Context: an optimization exercise on an open-source flow, tuned for a short achievable clock period and few clock cycles. The choices shown serve that exercise and are no tape-out recipe. Where RTL was checked, it was by simulation tests only, not by an equivalence proof against the original. The RTL of run 2 was laid out without a check of its function. Power figures rest on the tool's default switching activity, not on a simulated workload.

<file path="flow/run.sh">
#!/bin/bash
# synth_recipe.tcl (not shown) runs the flow's synth.tcl, then flattens the netlist and writes it again
# the make line also repeats each setting of config.mk as NAME=value (left out here)
make -C /OpenROAD-flow-scripts/flow DESIGN_CONFIG=/design/flow/config.mk WORK_HOME=/design/flow/orfs CLKGATE_MAP_FILE= SYNTH_SCRIPT=/design/flow/synth_recipe.tcl finish
</file>
<file path="flow/config.mk">
export PLATFORM = sky130hd
export DESIGN_NAME = cpu_core
export DESIGN_NICKNAME = cpu_core
export VERILOG_FILES = /design/flow/design.v
export SDC_FILE = /design/flow/constraint.sdc
export NUM_CORES = 4
export LEC_CHECK = 0
export CAP_MARGIN = 20
export CORE_MARGIN = 2
export CORE_UTILIZATION = 40
export SETUP_SLACK_MARGIN = 5
export SLEW_MARGIN = 20
</file>
<file path="flow/constraint.sdc">
create_clock -name core_clock -period 8.0 [get_ports {clock}]
set_input_delay 1.6000 -clock core_clock [delete_from_list [all_inputs] [get_ports {clock}]]
set_output_delay 1.6000 -clock core_clock [all_outputs]
set_load 0.01 [all_outputs]
</file>
<file path="flow/design.v">
package isa_pkg;
    typedef logic [32-1:0]     word_t;
    typedef logic [5-1:0]   reg_idx_t;
    typedef logic [17-1:0]    imm_t;
    typedef logic [27-1:0] target_t;
    typedef enum logic [5-1:0] {
        op_alu  = 5'd0,
        op_j    = 5'd1,
        op_bne  = 5'd2,
        op_jal  = 5'd3,
        op_jr   = 5'd4,
        op_addi = 5'd5,
        op_blt  = 5'd6,
        op_sw   = 5'd7,
        op_lw   = 5'd8
    } opcode_e;
    typedef enum logic [5-1:0] {
        alu_add = 5'd0,
        alu_sub = 5'd1,
        alu_and = 5'd2,
        alu_or  = 5'd3,
        alu_sll = 5'd4,
        alu_sra = 5'd5
    } alu_op_e;
    typedef struct packed {
        logic is_alu;      
        logic is_j;
        logic is_bne;
        logic is_jal;
        logic is_jr;
        logic is_addi;
        logic is_blt;
        logic is_sw;
        logic is_lw;
        logic reg_write;   
        reg_idx_t dest;
    } ctrl_t;
endpackage
`timescale 1ns/1ps
module instr_decoder (
    input  isa_pkg::word_t instr,
    output isa_pkg::ctrl_t ctrl
);
    logic [5-1:0]     op;
    logic [5-1:0] aop;
    isa_pkg::reg_idx_t        f_rd;
    assign op   = instr[27 +: 5];
    assign aop  = instr[2 +: 5];
    assign f_rd = instr[22 +: 5];
    always_comb begin
        ctrl         = '0;
        ctrl.is_alu  = (op == isa_pkg::op_alu) && (aop <= isa_pkg::alu_sra);
        ctrl.is_j    = (op == isa_pkg::op_j);
        ctrl.is_bne  = (op == isa_pkg::op_bne);
        ctrl.is_jal  = (op == isa_pkg::op_jal);
        ctrl.is_jr   = (op == isa_pkg::op_jr);
        ctrl.is_addi = (op == isa_pkg::op_addi);
        ctrl.is_blt  = (op == isa_pkg::op_blt);
        ctrl.is_sw   = (op == isa_pkg::op_sw);
        ctrl.is_lw   = (op == isa_pkg::op_lw);
        ctrl.dest    = ctrl.is_jal ? 5'd31 : f_rd;
        ctrl.reg_write = ctrl.is_jal ||
                         ((ctrl.is_alu || ctrl.is_addi || ctrl.is_lw) && (f_rd != '0));
    end
endmodule
`timescale 1ns/1ps
module ks_add #(
    parameter int W = 32
) (
    input  logic [W-1:0] a,
    input  logic [W-1:0] b,
    input  logic         cin,
    output logic [W-1:0] sum
);
    localparam int L = (W > 16) ? 5 : (W > 8) ? 4 : (W > 4) ? 3 : (W > 2) ? 2 : 1;
    logic [W-1:0] g [0:L];
    logic [W-1:0] p [0:L];
    logic [W-1:0] carry;
    assign g[0] = (a & b) | {{(W-1){1'b0}}, cin & (a[0] ^ b[0])};
    assign p[0] = a ^ b;
    for (genvar l = 0; l < L; l++) begin : lvl
        for (genvar i = 0; i < W; i++) begin : bit_
            if (i >= (1 << l)) begin : merge
                assign g[l+1][i] = g[l][i] | (p[l][i] & g[l][i-(1<<l)]);
                assign p[l+1][i] = p[l][i] & p[l][i-(1<<l)];
            end else begin : pass
                assign g[l+1][i] = g[l][i];
                assign p[l+1][i] = p[l][i];
            end
        end
    end
    assign carry = {g[L][W-2:0], cin};
    assign sum   = p[0] ^ carry;
endmodule
module lt_signed #(
    parameter int W = 32
) (
    input  logic [W-1:0] a,
    input  logic [W-1:0] b,
    output logic         lt
);
    localparam int L = (W > 16) ? 5 : (W > 8) ? 4 : (W > 4) ? 3 : (W > 2) ? 2 : 1;
    logic [W-1:0] x;
    logic [W-1:0] y;
    logic [W-1:0] g [0:L];
    logic [W-1:0] p [0:L];
    assign x = {~a[W-1], a[W-2:0]};
    assign y = {b[W-1], ~b[W-2:0]};
    assign g[0] = x & y;
    assign p[0] = x | y;
    for (genvar l = 0; l < L; l++) begin : lvl
        for (genvar i = 0; i < W; i++) begin : bit_
            if (i >= (1 << l)) begin : merge
                assign g[l+1][i] = g[l][i] | (p[l][i] & g[l][i-(1<<l)]);
                assign p[l+1][i] = p[l][i] & p[l][i-(1<<l)];
            end else begin : pass
                assign g[l+1][i] = g[l][i];
                assign p[l+1][i] = p[l][i];
            end
        end
    end
    assign lt = !(g[L][W-1] | p[L][W-1]);
endmodule
module alu (
    input  isa_pkg::word_t    a,
    input  isa_pkg::word_t    b,
    input  isa_pkg::word_t    imm,
    input  isa_pkg::word_t    link,
    input  logic [4:0]        op,
    input  isa_pkg::reg_idx_t shamt,
    input  logic              is_addi,
    input  logic              is_jal,
    output isa_pkg::word_t    result,
    output isa_pkg::word_t    sum_imm
);
    isa_pkg::word_t sum;
    isa_pkg::word_t diff;
    isa_pkg::word_t alu_res;
    ks_add #(.W(32)) add_rr  (.a(a), .b(b),   .cin(1'b0), .sum(sum));
    ks_add #(.W(32)) sub_rr  (.a(a), .b(~b),  .cin(1'b1), .sum(diff));
    ks_add #(.W(32)) add_imm (.a(a), .b(imm), .cin(1'b0), .sum(sum_imm));
    always_comb begin
        case (op)
            isa_pkg::alu_add: alu_res = sum;
            isa_pkg::alu_sub: alu_res = diff;
            isa_pkg::alu_and: alu_res = a & b;
            isa_pkg::alu_or:  alu_res = a | b;
            isa_pkg::alu_sll: alu_res = a << shamt;
            default:          alu_res = isa_pkg::word_t'($signed(a) >>> shamt);
        endcase
    end
    assign result = is_jal  ? link :
                    is_addi ? sum_imm :
                              alu_res;
endmodule
`timescale 1ns/1ps
module reg_file (
    input  logic              clock,
    input  logic              rst,
    input  isa_pkg::reg_idx_t rd_idx_a,
    input  isa_pkg::reg_idx_t rd_idx_b,
    input  isa_pkg::reg_idx_t rd_idx_c,
    input  isa_pkg::reg_idx_t wr_idx,
    input  logic              wr_en,
    input  isa_pkg::word_t    wr_data,
    output isa_pkg::word_t    rd_data_a,
    output isa_pkg::word_t    rd_data_b,
    output isa_pkg::word_t    rd_data_c
);
    isa_pkg::word_t regs [1:32-1];
    always_ff @(posedge clock) begin
        if (rst) begin
            for (int i = 1; i < 32; i++) begin
                regs[i] <= '0;
            end
        end else if (wr_en && wr_idx != '0) begin
            regs[wr_idx] <= wr_data;
        end
    end
    assign rd_data_a = (rd_idx_a == '0) ? '0 : regs[rd_idx_a];
    assign rd_data_b = (rd_idx_b == '0) ? '0 : regs[rd_idx_b];
    assign rd_data_c = (rd_idx_c == '0) ? '0 : regs[rd_idx_c];
endmodule
`timescale 1ns/1ps
module hazard_unit (
    input  isa_pkg::reg_idx_t src,
    input  isa_pkg::word_t    reg_val,
    input  logic              e_write,
    input  isa_pkg::reg_idx_t e_rd,
    input  logic              m_write,
    input  isa_pkg::reg_idx_t m_rd,
    input  isa_pkg::word_t    m_val,
    output isa_pkg::word_t    value,
    output logic              fwd_e
);
    assign fwd_e = e_write && (e_rd == src);
    assign value = (m_write && (m_rd == src)) ? m_val : reg_val;
endmodule
`timescale 1ns/1ps
module cpu_core (
    input  logic           clock,
    input  logic           rst,
    output isa_pkg::word_t address_imem,
    input  isa_pkg::word_t instr,
    output isa_pkg::word_t address_dmem,
    output isa_pkg::word_t data,
    output logic           wren,
    input  isa_pkg::word_t q_dmem
);
    isa_pkg::word_t    pc;         
    isa_pkg::word_t    pc_port;    
    isa_pkg::word_t    link_pred;  
    isa_pkg::word_t    pc_next;
    isa_pkg::ctrl_t    ctrl;
    isa_pkg::reg_idx_t f_rd;
    isa_pkg::reg_idx_t f_rs;
    isa_pkg::reg_idx_t f_rt;
    isa_pkg::word_t    imm;
    isa_pkg::word_t    target;
    isa_pkg::word_t    rf_rs;
    isa_pkg::word_t    rf_rt;
    isa_pkg::word_t    rf_rd;
    isa_pkg::word_t    d_rs;
    isa_pkg::word_t    d_rt;
    isa_pkg::word_t    d_rd;
    logic              d_fwd_rs;
    logic              d_fwd_rt;
    logic              d_fwd_rd;
    isa_pkg::word_t    pc_inc;
    isa_pkg::word_t    pc_branch;
    logic              pred_taken;
    isa_pkg::ctrl_t    e_ctrl;
    isa_pkg::word_t    e_pc_inc;
    isa_pkg::word_t    e_alt;      
    isa_pkg::word_t    e_link;     
    logic              e_pred;     
    isa_pkg::word_t    e_imm;
    isa_pkg::reg_idx_t e_shamt;
    logic [4:0]        e_aop;
    isa_pkg::word_t    e_rs_r;
    isa_pkg::word_t    e_rt_r;
    isa_pkg::word_t    e_rd_r;
    logic              e_fwd_rs;
    logic              e_fwd_rt;
    logic              e_fwd_rd;
    isa_pkg::word_t    e_rs;
    isa_pkg::word_t    e_rt;
    isa_pkg::word_t    e_rd;
    isa_pkg::word_t    e_result;
    logic              e_taken;
    logic              e_less;
    isa_pkg::word_t    e_addr;
    logic              mispredict;
    isa_pkg::word_t    redirect_pc;
    logic              m_write;    
    logic              m_load;
    isa_pkg::reg_idx_t m_rd;
    isa_pkg::word_t    m_result;
    isa_pkg::word_t    m_addr;
    isa_pkg::word_t    m_data;
    logic              m_store;
    isa_pkg::word_t    m_val;
    assign f_rd   = instr[22 +: 5];
    assign f_rs   = instr[17 +: 5];
    assign f_rt   = instr[12 +: 5];
    assign imm    = {{(32-17){instr[17-1]}}, instr[17-1:0]};
    assign target = {{(32-27){1'b0}}, instr[27-1:0]};
    assign address_imem = pc_port;
    instr_decoder dec (
        .instr (instr),
        .ctrl  (ctrl)
    );
    reg_file u_reg_file (
        .clock     (clock),
        .rst       (rst),
        .rd_idx_a  (f_rs),
        .rd_idx_b  (f_rt),
        .rd_idx_c  (f_rd),
        .wr_idx    (m_rd),
        .wr_en     (m_write),
        .wr_data   (m_val),
        .rd_data_a (rf_rs),
        .rd_data_b (rf_rt),
        .rd_data_c (rf_rd)
    );
    hazard_unit hz_rs (.src(f_rs), .reg_val(rf_rs), .e_write(e_ctrl.reg_write), .e_rd(e_ctrl.dest),
                       .m_write(m_write), .m_rd(m_rd), .m_val(m_val), .value(d_rs), .fwd_e(d_fwd_rs));
    hazard_unit hz_rt (.src(f_rt), .reg_val(rf_rt), .e_write(e_ctrl.reg_write), .e_rd(e_ctrl.dest),
                       .m_write(m_write), .m_rd(m_rd), .m_val(m_val), .value(d_rt), .fwd_e(d_fwd_rt));
    hazard_unit hz_rd (.src(f_rd), .reg_val(rf_rd), .e_write(e_ctrl.reg_write), .e_rd(e_ctrl.dest),
                       .m_write(m_write), .m_rd(m_rd), .m_val(m_val), .value(d_rd), .fwd_e(d_fwd_rd));
    assign pc_inc     = pc + 32'd1;
    assign pc_branch  = pc_inc + imm;
    assign pred_taken = ctrl.is_bne || (ctrl.is_blt && instr[17-1]);
    always_comb begin
        if (mispredict) begin
            pc_next = redirect_pc;
        end else if (ctrl.is_j || ctrl.is_jal) begin
            pc_next = target;
        end else if (ctrl.is_jr) begin
            pc_next = link_pred;
        end else if (pred_taken) begin
            pc_next = pc_branch;
        end else begin
            pc_next = pc_inc;
        end
    end
    always_ff @(posedge clock) begin
        if (rst) begin
            pc        <= 32'd0;
            pc_port   <= 32'd0;
            link_pred <= '0;
        end else begin
            pc        <= pc_next;
            pc_port   <= pc_next;
            if (ctrl.is_jal) begin
                link_pred <= pc_inc;
            end
        end
    end
    always_ff @(posedge clock) begin
        if (rst || mispredict) begin
            e_ctrl <= '0;
        end else begin
            e_ctrl <= ctrl;
        end
        e_pc_inc <= pc_inc;
        e_alt    <= pred_taken ? pc_inc : pc_branch;
        e_pred   <= pred_taken;
        e_link   <= link_pred;
        e_imm    <= imm;
        e_shamt  <= instr[7 +: 5];
        e_aop    <= instr[2 +: 5];
        e_rs_r   <= d_rs;
        e_rt_r   <= d_rt;
        e_rd_r   <= d_rd;
        e_fwd_rs <= d_fwd_rs;
        e_fwd_rt <= d_fwd_rt;
        e_fwd_rd <= d_fwd_rd;
    end
    assign e_rs = e_fwd_rs ? m_val : e_rs_r;
    assign e_rt = e_fwd_rt ? m_val : e_rt_r;
    assign e_rd = e_fwd_rd ? m_val : e_rd_r;
    alu u_alu (
        .a       (e_rs),
        .b       (e_rt),
        .imm     (e_imm),
        .link    (e_pc_inc),
        .op      (e_aop),
        .shamt   (e_shamt),
        .is_addi (e_ctrl.is_addi),
        .is_jal  (e_ctrl.is_jal),
        .result  (e_result),
        .sum_imm (e_addr)
    );
    lt_signed #(.W(32)) cmp (.a(e_rd), .b(e_rs), .lt(e_less));
    assign e_taken = e_ctrl.is_bne ? (e_rd != e_rs) : e_less;
    assign mispredict = ((e_ctrl.is_bne || e_ctrl.is_blt) && (e_taken != e_pred)) ||
                        (e_ctrl.is_jr && (e_rd != e_link));
    assign redirect_pc = e_ctrl.is_jr ? e_rd : e_alt;
    always_ff @(posedge clock) begin
        if (rst) begin
            m_write <= 1'b0;
            m_store <= 1'b0;
        end else begin
            m_write <= e_ctrl.reg_write;
            m_store <= e_ctrl.is_sw;
        end
        m_load   <= e_ctrl.is_lw;
        m_rd     <= e_ctrl.dest;
        m_result <= e_result;
        m_addr   <= e_addr;
        m_data   <= e_rd;
    end
    assign m_val        = m_load ? q_dmem : m_result;
    assign address_dmem = m_addr;
    assign data         = m_data;
    assign wren         = m_store;
endmodule
</file>
==> flow_summary.toml, run 1 <==
[logic_synthesis]
synth_top_family_by_area = "multiplexers"
synth_mux_area_share_pct = 23.64
yosys.area_share.simple_pct = 10.23
synthXorXnorAreaFrac_pct = 1.432
ys.flop_type = "edfxtp_1"
yosysSeqAreaShare_pct = 43.56
yosysWarningCount = 10
ys_ff_latch = 1418
async_reset_ff_share_pct = 0
synth_compound_area_share_pct = 13.39
synth_edf_count = 1024
syn_area_um2 = 88690
synth-adder-area-share_pct = 3.420
syn_inst = 8063
synth.distinct_cells = 87
avgSynthCellArea_um2 = 11.00

[placed_design]
place_ws_ps = 1390
gp_congestion = 1.047
io_buffers = 162
dpl.hpwl_mm = 279.4

[power]
peakVddDrop_uv = 206.0
cellLeakagePower_uw = 0.04512
power_density_nw_per_um2 = 213.7

[finish]
n_fill_cell = 18380
drive_above_1_share_pct = 36.94
nets = 9014
area_growth_pct = 32.78

[run_status]
outcome = "complete, no violations"

[floorplanning]
boundaryPins = 163
start_util_pct = 40.32
fp.coreArea_um2 = 219900
die_h_um = 474.9
die_area_um2 = 225500
rows = 172
die_x_um = 474.9

[worst_setup_path]
path_max_fanout = 7
crit_path_end_kind = "register"
crit_path_max_incr_delay_ps = 720
crit_family = "compound AO/OA/AOI/OAI gates"
crit_type = "in2reg"
crit_chain = "clkbuf_2, mux2i_4, buf_4, a21o_4, clkinvlp_4, buf_4, ha_4, a21o_1, a21o_1, a21o_1, nand2_1, o21ai_2, a222oi_1, o2111ai_1, or3b_1"
crit_slowest_cell = "a222oi_1"
cp_num_buf_inv = 4
worst-r2r-setup-slack_ps = 3650
arrival_ps = 5150
required_ps = 8730
start_kind = "input port"
cpMostUsedCell = "a21o_1"

[timing]
setup_tns_ps = 0
fin_ws_ps = 3579
relSlewSlack_pct = 22.57
whs_ps = 375.1
fin_crit_ps = 4421
fin_worst_skew_ps = 31.41
post-route-period-util_pct = 55.26
max_slew.worst_pin.slew_ps = 1129
finalHoldViolCount = 0
rsz0062_at_grt = "yes"
final_max_slew_viol_count = 0
clock.fmax_ghz = 0.2262
setup-violations-final = 0

[clock_tree]
cts_tree = "built"
ctsHtreeMaxLevel = 4
cts_max_path_buffers = 3
numCtsBuffers = 163
path_clk_slew_ps = 60
clock-sinks = 1418
cts-root-buf = "clkbuf_16"
cts_hold_buf = 0
worstSkewPairLatency_ps = 870

[global_routing]
antenna_found_initial = 37
grt_usage_pct = 41.20
grt_pass1_vias = 77807
grt_start_max_net_pins = 93
grt_pass1_wl_mm = 640.7
gr-total-overflow = 0

[route]
drtAntennaViolNets = 0
routed_wl_mm = 495.8
drtIter0Drc = 14223
wire_per_inst_um = 41.96
dr.pass1.iters = 8
num_vias = 83744
vias_per_cell = 7.087
drc = 0

[run]
cap_violations = 0

[worst_hold_path]
hp-class = "reg2reg"
area by class of cell:
type                    instances  area, µm²  share of cell area [%]
clock inverters                91      910.9                  0.7735
flip-flops and latches       1418      38820                   32.96
diodes                         20      50.05                 0.04250
multi-input cells            5706      54080                   45.92
repair buffers               1163      14690                   12.47
inverters                     256       1176                  0.9987
clock buffers                 204       4337                   3.683
well taps                    2958       3701                   3.143
per-layer routing:
layer,GRT usage (%),routed length [µm]
met4,33.01,52790
met2,60.89,208000
met5,0,146
met1,48.87,161100
met3,13.97,73730
worst paths after layout:
path	to	from	cells after the start
worst max-delay path	m_result[31]	q_dmem[28]	15
worst min-delay path	e_link[30]	link_pred[30]	0
worst max register to register	pc_port[6]	m_load	20
worst min register to register	e_link[30]	link_pred[30]	0
state kept, by name (all words and copies together) (netlist names), 4 cells and up:
register and cells:
m_result 32, pc_port 32, e_rt_r 32, e_imm 9, e_ctrl 13, e_shamt 4
m_addr 32, m_data 32, e_aop 4, u_reg_file.regs 1024, e_pc_inc 32, e_rs_r 32
e_rd_r 32, m_rd 5, e_link 32, e_alt 32, link_pred 32
placed cells by master, fill, tap and decap left out, types with 40 or more instances in the layout:
master / synthesis / final
o21ai_1: 7 / 158
a211oi_1: 88 / 51
nor3_1: 78 / 55
ha_1: 236 / 114
buf_2: 39 / 71
nor2_1: 1466 / 1434
edfxtp_1: 1024 / 1024
o21ai_2: 0 / 67
a21o_4: 0 / 53
mux4_2: 619 / 619
nand2_1: 247 / 200
clkinvlp_4: 0 / 41
nand3_1: 55 / 40
clkbuf_16: 0 / 203
bufbuf_16: 0 / 41
ha_4: 0 / 97
dfxtp_1: 394 / 333
buf_16: 0 / 75
a221oi_2: 0 / 49
a21oi_2: 0 / 74
mux2_2: 141 / 135
a21o_1: 133 / 73
buf_4: 7 / 505
inv_1: 251 / 170
mux2i_1: 533 / 466
o22ai_1: 140 / 119
dfxtp_4: 0 / 42
a221oi_1: 164 / 92
a22oi_1: 148 / 133
mux2i_4: 2 / 56
buf_6: 3 / 218
buf_12: 0 / 147
nand2b_4: 0 / 60
o21ai_0: 441 / 205
o211ai_1: 118 / 118
a21oi_1: 344 / 246
power by group:
group / switching [µW] / internal, µW / total (µW)
Combinational: 5200 / 3560 / 8760
Clock: 3380 / 4230 / 7610
Sequential: 439 / 8360 / 8800
metrics by stage:
stage	power [µW]	util (%)	instance area (µm²)	cells
after floorplan	12160	-	91770	8094
after global routing	25490	53.52	117700	11798
after CTS	24000	51.01	112200	11522
after detailed placement	14660	43.03	94640	10648
final	25170	53.54	117800	11816
after global placement	14670	43.02	94620	10647
synth_stat cells (15+ instances only):
master | count | area, µm²
nor3_1 | 78 | 390.4
a21o_1 | 133 | 998.5
or3_1 | 19 | 118.9
o211ai_1 | 118 | 885.9
a31oi_1 | 30 | 187.7
a22oi_1 | 148 | 1111
xor2_1 | 74 | 648.1
nand2b_1 | 76 | 475.5
ha_1 | 236 | 2953
nand4_1 | 29 | 181.4
o22ai_1 | 140 | 875.8
a21oi_1 | 344 | 1722
o21ai_0 | 441 | 2207
mux4_2 | 619 | 13940
nand3_1 | 55 | 275.3
nor2_1 | 1466 | 5503
and2_1 | 18 | 112.6
buf_2 | 39 | 195.2
clkbuf_1 | 505 | 1896
mux2i_1 | 533 | 5335
nand2_1 | 247 | 927.1
a211oi_1 | 88 | 660.6
xnor2_1 | 71 | 621.9
o21a_1 | 15 | 112.6
and3_1 | 32 | 200.2
dfxtp_1 | 394 | 7888
buf_1 | 187 | 701.9
o221ai_1 | 20 | 175.2
a221oi_1 | 164 | 1436
edfxtp_1 | 1024 | 30750
nor4_1 | 34 | 212.7
a311oi_1 | 18 | 157.7
o21bai_1 | 20 | 150.1
mux2_2 | 141 | 1588
inv_1 | 251 | 942.2
o31ai_1 | 17 | 127.6
nor2b_1 | 44 | 275.3
cell families (layout without fill, tap and decap cells):
logic type / Yosys count / count (layout)
buffers and inverters: 997 / 1714
other: 1 / 52
xor gates and xnor gates: 145 / 145
AOI/OAI and AO/OA: 1814 / 1815
adders and majority gates: 240 / 240
and+or+nand+nor: 2149 / 2175
DFF: 1418 / 1418
muxes: 1299 / 1299
repair_timing:
action,in CTS,in global routing
pin swaps,317,299
cloned,91,51
resized for setup,1822,525
buffers inserted,488,222
endpoints found under the setup margin,1282,1106
worst reg2reg max path: cells and delay by family (launching register included):
kind | cells | cell delay, ps
buf+inv | 10 | 1670
compound gates | 7 | 1290
simple gates | 1 | 390
flops | 1 | 360
fa+ha+maj | 1 | 290
mux | 1 | 240
Testbench counts, summed over its fixed seeds: cycles 37,529.
==> inputs of run 2 (changes only) <==
--- a/flow/design.v
+++ b/flow/design.v
@@ -72,7 +72,7 @@
     input  logic         cin,
     output logic [W-1:0] sum
 );
-    localparam int L = (W > 16) ? 5 : (W > 8) ? 4 : (W > 4) ? 3 : (W > 2) ? 2 : 1;
+    localparam int L = $clog2(W);
     logic [W-1:0] g [0:L];
     logic [W-1:0] p [0:L];
     logic [W-1:0] carry;
@@ -99,7 +99,7 @@
     input  logic [W-1:0] b,
     output logic         lt
 );
-    localparam int L = (W > 16) ? 5 : (W > 8) ? 4 : (W > 4) ? 3 : (W > 2) ? 2 : 1;
+    localparam int L = $clog2(W);
     logic [W-1:0] x;
     logic [W-1:0] y;
     logic [W-1:0] g [0:L];
==> run 2 against run 1 <==
Effect of this change: final cell count unchanged; sequential power about the same; still clean; register-to-register slack about the same; clock power about the same; sequential cell count unchanged; die area unchanged; critical endpoint unchanged; worst hold slack unchanged; count of clock-buffer cells in the layout unchanged; design area unchanged.
==> flow_summary.toml, run 2 <==
[worst_setup_path]
start_kind = "input port"
crit_chain = "clkbuf_2, mux2i_4, buf_4, a21o_4, clkinvlp_4, buf_4, ha_4, a21o_1, a21o_1, a21o_1, nand2_1, o21ai_2, a222oi_1, o2111ai_1, or3b_1"
crit_type = "in2reg"
arrival_ps = 5150
crit_slowest_cell = "a222oi_1"
cpMostUsedCell = "a21o_1"
required_ps = 8730
crit_path_max_incr_delay_ps = 720
crit_path_end_kind = "register"
path_max_fanout = 7
worst-r2r-setup-slack_ps = 3650

[logic_synthesis]
synth_top_area_share_pct = 34.67
yosysSeqAreaShare_pct = 43.56
avgSynthCellArea_um2 = 11.00
synth.area.top_cells = "edfxtp_1, mux4_2, dfxtp_1, nor2_1, mux2i_1"
synth_edf_count = 1024
syn_area_um2 = 88690
syn_inst = 8063
ys.flop_type = "edfxtp_1"
yosys.area.top_type = "edfxtp_1"
ys_ff_latch = 1418
synth_common_cells = "nor2_1, edfxtp_1, mux4_2, mux2i_1, clkbuf_1"
synth.distinct_cells = 87
async_reset_ff_share_pct = 0
yosysMostFrequentCell = "nor2_1"
yosysWarningCount = 10

[global_routing]
grt_pass1_vias = 77807
antenna_found_initial = 37
gr-total-overflow = 0
grt_pass1_wl_mm = 640.7
grt_usage_pct = 41.20
grt_start_max_net_pins = 93

[timing]
final_max_slew_viol_count = 0
fin_crit_ps = 4421
post-route-period-util_pct = 55.26
max_slew.worst_pin.slew_ps = 1129
finalHoldViolCount = 0
rsz0062_at_grt = "yes"
clock.fmax_ghz = 0.2262
setup-violations-final = 0
fin_ws_ps = 3579
relSlewSlack_pct = 22.57
setup_tns_ps = 0
fin_worst_skew_ps = 31.41

[power]
peakVddDrop_uv = 206.0
power.total_uw = 25170
cellLeakagePower_uw = 0.04512
power_density_nw_per_um2 = 213.7

[clock_tree]
numCtsBuffers = 163
cts_max_path_buffers = 3
path_clk_slew_ps = 60
cts_hold_buf = 0
cts-root-buf = "clkbuf_16"
ctsHtreeMaxLevel = 4
worstSkewPairLatency_ps = 870
clock-sinks = 1418
cts_tree = "built"

[floorplanning]
die_x_um = 474.9
rows = 172
boundaryPins = 163
die_area_um2 = 225500
fp.coreArea_um2 = 219900
start_util_pct = 40.32
die_h_um = 474.9

[placed_design]
place_inst = 10648
gp_congestion = 1.047
place_ws_ps = 1390
io_buffers = 162
dpl.hpwl_mm = 279.4

[finish]
largest_reg_flops = 1024
layout_common_cells = "nor2_1, edfxtp_1, mux4_2"
nets = 9014
layout_commonest_cell = "nor2_1"
top_register = "u_reg_file.regs"
n_fill_cell = 18380
drive_above_1_share_pct = 36.94
area_growth_pct = 32.78
final_cells = 11816

[worst_hold_path]
hp-class = "reg2reg"

[route]
vias_per_cell = 7.087
routed_wl_mm = 495.8
drc = 0
drtIter0Drc = 14223
drtAntennaViolNets = 0
dr.pass1.iters = 8
wire_per_inst_um = 41.96
num_vias = 83744

[run_status]
outcome = "complete, no violations"

[run]
cap_violations = 0
[run 2: metrics by stage]
stage | hold slack [ps] | util, % | instance area, µm²
6_report | 375.1 | 53.54 | 117800
5_1_grt | 379.7 | 53.52 | 117700
4_1_cts | 370.4 | 51.01 | 112200
3_5_place_dp | 361.6 | 43.03 | 94640
3_3_place_gp | 360.4 | 43.02 | 94620
2_1_floorplan | 309.6 | - | 91770
[run 2: worst max-delay path: cells and delay by family]
kind	cells	cell delay, ps
AOI/OAI and AO/OA	7	1790
adders and majority gates	1	250
muxes	1	300
and+or+nand+nor	2	510
buffers and inverters	4	680
[run 2: logic make-up (layout without fill, tap and decap cells)]
kind of cell | count (synthesis) | after routing | share of synthesized area, %
simple gates | 2149 | 2175 | 10.23
compound gates | 1814 | 1815 | 13.39
flops | 1418 | 1418 | 43.56
mux | 1299 | 1299 | 23.64
buf+inv | 997 | 1714 | 4.330
fa+ha+maj | 240 | 240 | 3.420
xor+xnor | 145 | 145 | 1.432
other cells | 1 | 52 | 0.004228
[run 2: routing by layer]
layer  global-route usage [%]  vias up  part of all wire, %
li1                         -    31968                    -
met1                    48.87    41149                   32
met2                    60.89     8215                   42
met3                    13.97     2392                   15
met4                    33.01       20                   11
met5                        0        -                0.029
[run 2: timing repair]
item	CTS	global route
buffers inserted	488	222
gates resized for setup	1822	525
endpoints found under the setup margin	1282	1106
cloned	91	51
pin swaps	317	299
[run 2: layout make-up]
class | count | area [µm²] | share of cell area (%)
multi-input cells | 5706 | 54080 | 45.92
flip-flops and latches | 1418 | 38820 | 32.96
repair buffers | 1163 | 14690 | 12.47
clock buffers | 204 | 4337 | 3.683
well taps | 2958 | 3701 | 3.143
inverters | 256 | 1176 | 0.9987
clock inverters | 91 | 910.9 | 0.7735
diodes | 20 | 50.05 | 0.04250
[run 2: final timing paths]
| path | start | endpoint | cells after the start |
|---|---|---|---|
| worst max-delay path | q_dmem[28] | m_result[31] | 15 |
| worst min-delay path | link_pred[30] | e_link[30] | 0 |
| worst max register to register | m_load | pc_port[6] | 20 |
| worst min register to register | link_pred[30] | e_link[30] | 0 |
[run 2: report_power, final]
| group | internal (µW) | switching [µW] |
|---|---|---|
| Sequential | 8360 | 439 |
| Combinational | 3560 | 5200 |
| Clock | 4230 | 3380 |
| Total | 16100 | 9020 |

re-timing with driven ports:
In the flow no input, the clock included, has a driving cell. The finished layouts below were timed again as built, in two steps. Step 1 (the two cells are an assumption about what drives the block):
set clk [get_ports {clock}]
set_driving_cell -lib_cell sky130_fd_sc_hd__clkbuf_16 $clk
set_driving_cell -lib_cell sky130_fd_sc_hd__buf_2 [delete_from_list [all_inputs] $clk]
Step 2 times the ports against the registers' clock, not the clock port: input delays grow and output delays shrink by t, the midpoint of the rising clock arrivals with the driver on. a / b / c = ideal ports / drivers / drivers and shift; a / b = the first two.
run	shift t [ns]	slack for setup (ns)	worst setup path at the end	worst register clock-pin slew, ns
run 1	0.944	3.579 / 3.648 / 2.705	input to register	0.08 / 0.08
run 2	0.944	3.579 / 3.648 / 2.705	input to register	0.08 / 0.08
After both steps every run listed still meets setup and hold.
